Source: an optimization exercise on an open RTL-to-GDS flow (aim: small area). Production flows keep margins and buffers that such runs may drop. At most, simulation tests tie the RTL to the original design; equivalence was not proved. No activity file was given, so power comes from the tool's default toggle rates.

== the baseline ==
==> flow/design.v <==
module sccb_target #(
    parameter logic [6:0] DEV_ADDR    = 7'h21,
    parameter int         SYNC_STAGES = 2
) (
    input  logic       clk,
    input  logic       rst,
    input  logic       scl,
    input  logic       sda_i,
    output logic       sda_oe,
    input  logic [7:0] reg_rd_addr,
    output logic [7:0] reg_rd_data,
    output logic       wr_valid,
    output logic [7:0] wr_addr,
    output logic [7:0] wr_data,
    output logic       busy
);
    typedef enum logic [3:0] {
        ST_IDLE     = 4'd0,
        ST_DEV_ADDR = 4'd1,
        ST_ADDR_ACK = 4'd2,
        ST_REG_ADDR = 4'd3,
        ST_REG_ACK  = 4'd4,
        ST_WR_DATA  = 4'd5,
        ST_WR_ACK   = 4'd6,
        ST_RD_DATA  = 4'd7,
        ST_RD_ACK   = 4'd8,
        ST_IGNORE   = 4'd9
    } state_t;
    logic [SYNC_STAGES-1:0] scl_sync_r;
    logic [SYNC_STAGES-1:0] sda_sync_r;
    logic                   scl_hist_r;
    logic                   sda_hist_r;
    logic scl_s;
    logic sda_s;
    logic start_s;
    logic stop_s;
    logic scl_rise_s;
    logic scl_fall_s;
    state_t     state_r;
    logic [2:0] bit_cnt_r;
    logic [7:0] shift_r;
    logic [7:0] ptr_r;
    logic       phase_r;
    logic       rw_r;
    logic       sda_oe_r;
    logic       busy_r;
    logic       wr_valid_r;
    logic [7:0] wr_addr_r;
    logic [7:0] wr_data_r;
    state_t     state_nxt_s;
    logic [2:0] bit_cnt_nxt_s;
    logic [7:0] shift_nxt_s;
    logic [7:0] ptr_nxt_s;
    logic       phase_nxt_s;
    logic       rw_nxt_s;
    logic       sda_oe_nxt_s;
    logic       busy_nxt_s;
    logic       wr_valid_nxt_s;
    logic [7:0] wr_addr_nxt_s;
    logic [7:0] wr_data_nxt_s;
    logic [7:0] byte_s;
    logic [7:0] rd_byte_s;
    always_ff @(posedge clk) begin
        scl_sync_r <= {scl_sync_r[SYNC_STAGES-2:0], scl};
        sda_sync_r <= {sda_sync_r[SYNC_STAGES-2:0], sda_i};
        scl_hist_r <= scl_sync_r[SYNC_STAGES-1];
        sda_hist_r <= sda_sync_r[SYNC_STAGES-1];
    end
    assign scl_s      = scl_sync_r[SYNC_STAGES-1];
    assign sda_s      = sda_sync_r[SYNC_STAGES-1];
    assign start_s    = scl_s & scl_hist_r & sda_hist_r & ~sda_s;
    assign stop_s     = scl_s & scl_hist_r & ~sda_hist_r & sda_s;
    assign scl_rise_s = scl_s & ~scl_hist_r;
    assign scl_fall_s = ~scl_s & scl_hist_r;
    assign byte_s    = {shift_r[6:0], sda_s};
    assign rd_byte_s = pf_r;
    always_comb begin
        state_nxt_s    = state_r;
        bit_cnt_nxt_s  = bit_cnt_r;
        shift_nxt_s    = shift_r;
        ptr_nxt_s      = ptr_r;
        phase_nxt_s    = phase_r;
        rw_nxt_s       = rw_r;
        sda_oe_nxt_s   = sda_oe_r;
        busy_nxt_s     = busy_r;
        wr_valid_nxt_s = 1'b0;
        wr_addr_nxt_s  = wr_addr_r;
        wr_data_nxt_s  = wr_data_r;
        if (start_s) begin
            state_nxt_s   = ST_DEV_ADDR;
            bit_cnt_nxt_s = 3'd0;
            phase_nxt_s   = 1'b0;
            sda_oe_nxt_s  = 1'b0;
        end else if (stop_s) begin
            state_nxt_s   = ST_IDLE;
            bit_cnt_nxt_s = 3'd0;
            phase_nxt_s   = 1'b0;
            sda_oe_nxt_s  = 1'b0;
            busy_nxt_s    = 1'b0;
        end else begin
            case (state_r)
                ST_IDLE, ST_IGNORE: begin
                    state_nxt_s = state_r;
                end
                ST_DEV_ADDR, ST_REG_ADDR, ST_WR_DATA: begin
                    if (scl_rise_s) begin
                        shift_nxt_s   = byte_s;
                        bit_cnt_nxt_s = bit_cnt_r + 3'd1;
                        if (bit_cnt_r == 3'd7) begin
                            phase_nxt_s = 1'b0;
                            if (state_r == ST_DEV_ADDR) begin
                                if (byte_s[7:1] == DEV_ADDR) begin
                                    state_nxt_s = ST_ADDR_ACK;
                                    busy_nxt_s  = 1'b1;
                                    rw_nxt_s    = byte_s[0];
                                end else begin
                                    state_nxt_s = ST_IGNORE;
                                    busy_nxt_s  = 1'b0;
                                end
                            end else if (state_r == ST_REG_ADDR) begin
                                ptr_nxt_s   = byte_s;
                                state_nxt_s = ST_REG_ACK;
                            end else begin
                                wr_valid_nxt_s = 1'b1;
                                wr_addr_nxt_s  = ptr_r;
                                wr_data_nxt_s  = byte_s;
                                ptr_nxt_s      = ptr_r + 8'd1;
                                state_nxt_s    = ST_WR_ACK;
                            end
                        end else begin
                            state_nxt_s = state_r;
                        end
                    end else begin
                        state_nxt_s = state_r;
                    end
                end
                ST_ADDR_ACK, ST_REG_ACK, ST_WR_ACK: begin
                    if (scl_fall_s) begin
                        if (!phase_r) begin
                            sda_oe_nxt_s = 1'b1;
                            phase_nxt_s  = 1'b1;
                        end else begin
                            phase_nxt_s   = 1'b0;
                            bit_cnt_nxt_s = 3'd0;
                            if ((state_r == ST_ADDR_ACK) && rw_r) begin
                                state_nxt_s  = ST_RD_DATA;
                                shift_nxt_s  = {rd_byte_s[6:0], 1'b0};
                                sda_oe_nxt_s = ~rd_byte_s[7];
                            end else if (state_r == ST_ADDR_ACK) begin
                                state_nxt_s  = ST_REG_ADDR;
                                sda_oe_nxt_s = 1'b0;
                            end else begin
                                state_nxt_s  = ST_WR_DATA;
                                sda_oe_nxt_s = 1'b0;
                            end
                        end
                    end else begin
                        state_nxt_s = state_r;
                    end
                end
                ST_RD_DATA: begin
                    if (scl_rise_s) begin
                        bit_cnt_nxt_s = bit_cnt_r + 3'd1;
                        if (bit_cnt_r == 3'd7) begin
                            phase_nxt_s = 1'b1;
                        end else begin
                            phase_nxt_s = phase_r;
                        end
                    end else if (scl_fall_s) begin
                        if (phase_r) begin
                            sda_oe_nxt_s = 1'b0;
                            phase_nxt_s  = 1'b0;
                            ptr_nxt_s    = ptr_r + 8'd1;
                            state_nxt_s  = ST_RD_ACK;
                        end else begin
                            sda_oe_nxt_s = ~shift_r[7];
                            shift_nxt_s  = {shift_r[6:0], 1'b0};
                        end
                    end else begin
                        state_nxt_s = state_r;
                    end
                end
                ST_RD_ACK: begin
                    if (scl_rise_s) begin
                        if (sda_s) begin
                            state_nxt_s = ST_IGNORE;
                        end else begin
                            phase_nxt_s = 1'b1;
                        end
                    end else if (scl_fall_s && phase_r) begin
                        state_nxt_s   = ST_RD_DATA;
                        phase_nxt_s   = 1'b0;
                        bit_cnt_nxt_s = 3'd0;
                        shift_nxt_s   = {rd_byte_s[6:0], 1'b0};
                        sda_oe_nxt_s  = ~rd_byte_s[7];
                    end else begin
                        state_nxt_s = state_r;
                    end
                end
                default: begin
                    state_nxt_s  = ST_IDLE;
                    sda_oe_nxt_s = 1'b0;
                    busy_nxt_s   = 1'b0;
                end
            endcase
        end
    end
    always_ff @(posedge clk) begin
        if (rst) begin
            state_r    <= ST_IDLE;
            bit_cnt_r  <= 3'd0;
            shift_r    <= 8'h00;
            ptr_r      <= 8'h00;
            phase_r    <= 1'b0;
            rw_r       <= 1'b0;
            sda_oe_r   <= 1'b0;
            busy_r     <= 1'b0;
            wr_valid_r <= 1'b0;
            wr_addr_r  <= 8'h00;
            wr_data_r  <= 8'h00;
        end else begin
            state_r    <= state_nxt_s;
            bit_cnt_r  <= bit_cnt_nxt_s;
            shift_r    <= shift_nxt_s;
            ptr_r      <= ptr_nxt_s;
            phase_r    <= phase_nxt_s;
            rw_r       <= rw_nxt_s;
            sda_oe_r   <= sda_oe_nxt_s;
            busy_r     <= busy_nxt_s;
            wr_valid_r <= wr_valid_nxt_s;
            wr_addr_r  <= wr_addr_nxt_s;
            wr_data_r  <= wr_data_nxt_s;
        end
    end
    logic [2047:0]          mem_r;    
    logic [3:0]             rot_r;
    logic                   sweep_r;
    logic [7:0]             pf_r;
    always_ff @(posedge clk) begin
        if (rst) begin
            rot_r   <= 4'd0;
            sweep_r <= 1'b1;
        end else begin
            rot_r <= rot_r + 4'd1;
            if (rot_r == 4'd15) sweep_r <= 1'b0;
        end
    end
    for (genvar a = 0; a < 16; a++) begin : g_lane
        logic hit_s;
        assign hit_s = (wr_addr_r == {a[3:0], rot_r});
        always_ff @(posedge clk) begin
            mem_r[128*a +: 120] <= mem_r[128*a + 8 +: 120];
            mem_r[128*a + 120 +: 8] <= sweep_r ? 8'h00 : (hit_s ? wr_data_r : mem_r[128*a +: 8]);
        end
    end
    logic [3:0] hslot_s;
    logic       hmask_s;
    assign hslot_s = reg_rd_addr[3:0] - rot_r;
    assign hmask_s = sweep_r & (reg_rd_addr[3:0] >= rot_r);
    logic [7:0] tgt_s;
    assign tgt_s = (state_r == ST_RD_DATA) ? ptr_r + 8'd1 : ptr_r;
    always_ff @(posedge clk) begin
        if (tgt_s[3:0] == rot_r)
            pf_r <= (tgt_s == wr_addr_r) ? wr_data_r
                  : (sweep_r ? 8'h00 : mem_r[{tgt_s[7:4], 4'd0, 3'd0} +: 8]);
    end
    assign sda_oe      = sda_oe_r;
    assign busy        = busy_r;
    assign wr_valid    = wr_valid_r;
    assign wr_addr     = wr_addr_r;
    assign wr_data     = wr_data_r;
    assign reg_rd_data = (reg_rd_addr == wr_addr_r) ? wr_data_r
                       : (hmask_s ? 8'h00 : mem_r[{reg_rd_addr[7:4], hslot_s, 3'd0} +: 8]);
endmodule
Settings: LEC_CHECK=0, CAP_MARGIN=20, CORE_MARGIN=2, CORE_UTILIZATION=40, SLEW_MARGIN=20; clock period 10.0 ns.
run.sh (not shown) runs the stock make flow with config.mk's settings and CLKGATE_MAP_FILE= SYNTH_SCRIPT=/design/flow/synth_recipe.tcl, a recipe that flattens the netlist after the stock synthesis.
Input-level comparison between the candidate and the baseline:
diff --git a/flow/design.v b/flow/design.v
--- a/flow/design.v
+++ b/flow/design.v
@@ -58,6 +58,8 @@
     logic       wr_valid_nxt_s;
     logic [7:0] wr_addr_nxt_s;
     logic [7:0] wr_data_nxt_s;
+    logic       reg_we_s;
+    logic [7:0] regs_r [256];
     logic [7:0] byte_s;
     logic [7:0] rd_byte_s;
     always_ff @(posedge clk) begin
@@ -73,7 +75,7 @@
     assign scl_rise_s = scl_s & ~scl_hist_r;
     assign scl_fall_s = ~scl_s & scl_hist_r;
     assign byte_s    = {shift_r[6:0], sda_s};
-    assign rd_byte_s = pf_r;
+    assign rd_byte_s = regs_r[ptr_r];
     always_comb begin
         state_nxt_s    = state_r;
         bit_cnt_nxt_s  = bit_cnt_r;
@@ -86,6 +88,7 @@
         wr_valid_nxt_s = 1'b0;
         wr_addr_nxt_s  = wr_addr_r;
         wr_data_nxt_s  = wr_data_r;
+        reg_we_s       = 1'b0;
         if (start_s) begin
             state_nxt_s   = ST_DEV_ADDR;
             bit_cnt_nxt_s = 3'd0;
@@ -121,6 +124,7 @@
                                 ptr_nxt_s   = byte_s;
                                 state_nxt_s = ST_REG_ACK;
                             end else begin
+                                reg_we_s       = 1'b1;
                                 wr_valid_nxt_s = 1'b1;
                                 wr_addr_nxt_s  = ptr_r;
                                 wr_data_nxt_s  = byte_s;
@@ -232,43 +236,19 @@
             wr_data_r  <= wr_data_nxt_s;
         end
     end
-    logic [2047:0]          mem_r;    
-    logic [3:0]             rot_r;
-    logic                   sweep_r;
-    logic [7:0]             pf_r;
     always_ff @(posedge clk) begin
         if (rst) begin
-            rot_r   <= 4'd0;
-            sweep_r <= 1'b1;
-        end else begin
-            rot_r <= rot_r + 4'd1;
-            if (rot_r == 4'd15) sweep_r <= 1'b0;
+            for (int i = 0; i < 256; i++) begin
+                regs_r[i] <= 8'h00;
+            end
+        end else if (reg_we_s) begin
+            regs_r[ptr_r] <= byte_s;
         end
-    end
-    for (genvar a = 0; a < 16; a++) begin : g_lane
-        logic hit_s;
-        assign hit_s = (wr_addr_r == {a[3:0], rot_r});
-        always_ff @(posedge clk) begin
-            mem_r[128*a +: 120] <= mem_r[128*a + 8 +: 120];
-            mem_r[128*a + 120 +: 8] <= sweep_r ? 8'h00 : (hit_s ? wr_data_r : mem_r[128*a +: 8]);
-        end
-    end
-    logic [3:0] hslot_s;
-    logic       hmask_s;
-    assign hslot_s = reg_rd_addr[3:0] - rot_r;
-    assign hmask_s = sweep_r & (reg_rd_addr[3:0] >= rot_r);
-    logic [7:0] tgt_s;
-    assign tgt_s = (state_r == ST_RD_DATA) ? ptr_r + 8'd1 : ptr_r;
-    always_ff @(posedge clk) begin
-        if (tgt_s[3:0] == rot_r)
-            pf_r <= (tgt_s == wr_addr_r) ? wr_data_r
-                  : (sweep_r ? 8'h00 : mem_r[{tgt_s[7:4], 4'd0, 3'd0} +: 8]);
     end
     assign sda_oe      = sda_oe_r;
     assign busy        = busy_r;
     assign wr_valid    = wr_valid_r;
     assign wr_addr     = wr_addr_r;
     assign wr_data     = wr_data_r;
-    assign reg_rd_data = (reg_rd_addr == wr_addr_r) ? wr_data_r
-                       : (hmask_s ? 8'h00 : mem_r[{reg_rd_addr[7:4], hslot_s, 3'd0} +: 8]);
+    assign reg_rd_data = regs_r[reg_rd_addr];
 endmodule
==> comparison <==
- The wire length of the first global-routing pass in the candidate sits 330000 um above the value recorded for the baseline.
- Looking at power after layout, the candidate sits 15% above the baseline.
- Cmp the candidate vs the baseline: wire length higher in the candidate
- Against the baseline, layout multi-input combinational cell count in the candidate rose by more than 100%.
- The candidate vs. the baseline: initial antenna violation count went up by 17.
- There was hardly any difference in number of sequential cells between the candidate and the baseline.
Function not checked in the candidate: the RTL went through the layout flow alone.

-- separate check: timing with driven ports --
In the flow no input, the clock included, has a driving cell. The finished layouts below were timed again as built, in two steps. Step 1 (the two cells are an assumption about what drives the block):
set clk [get_ports {clk}]
set_driving_cell -lib_cell sky130_fd_sc_hd__clkbuf_16 $clk
set_driving_cell -lib_cell sky130_fd_sc_hd__buf_2 [delete_from_list [all_inputs] $clk]
Step 2 times the ports against the registers' clock, not the clock port: input delays grow and output delays shrink by t, the midpoint of the rising clock arrivals with the driver on. Three values: ideal, step 1, step 2; two values: the first two.
run	t (ns)	setup slack, ns	latest minus earliest clock arrival (ns)	pins driven straight from the clock port
the baseline	0.892	1.124 / 1.092 / 1.092	0.038 / 0.038	1
the candidate	1.016	1.606 / 1.525 / 1.525	0.094 / 0.094	1
After both steps setup and hold are still met in every run listed. The setup slack of the candidate, which loses most, moves by -0.081 ns with the drivers and by -0.081 ns with both steps.
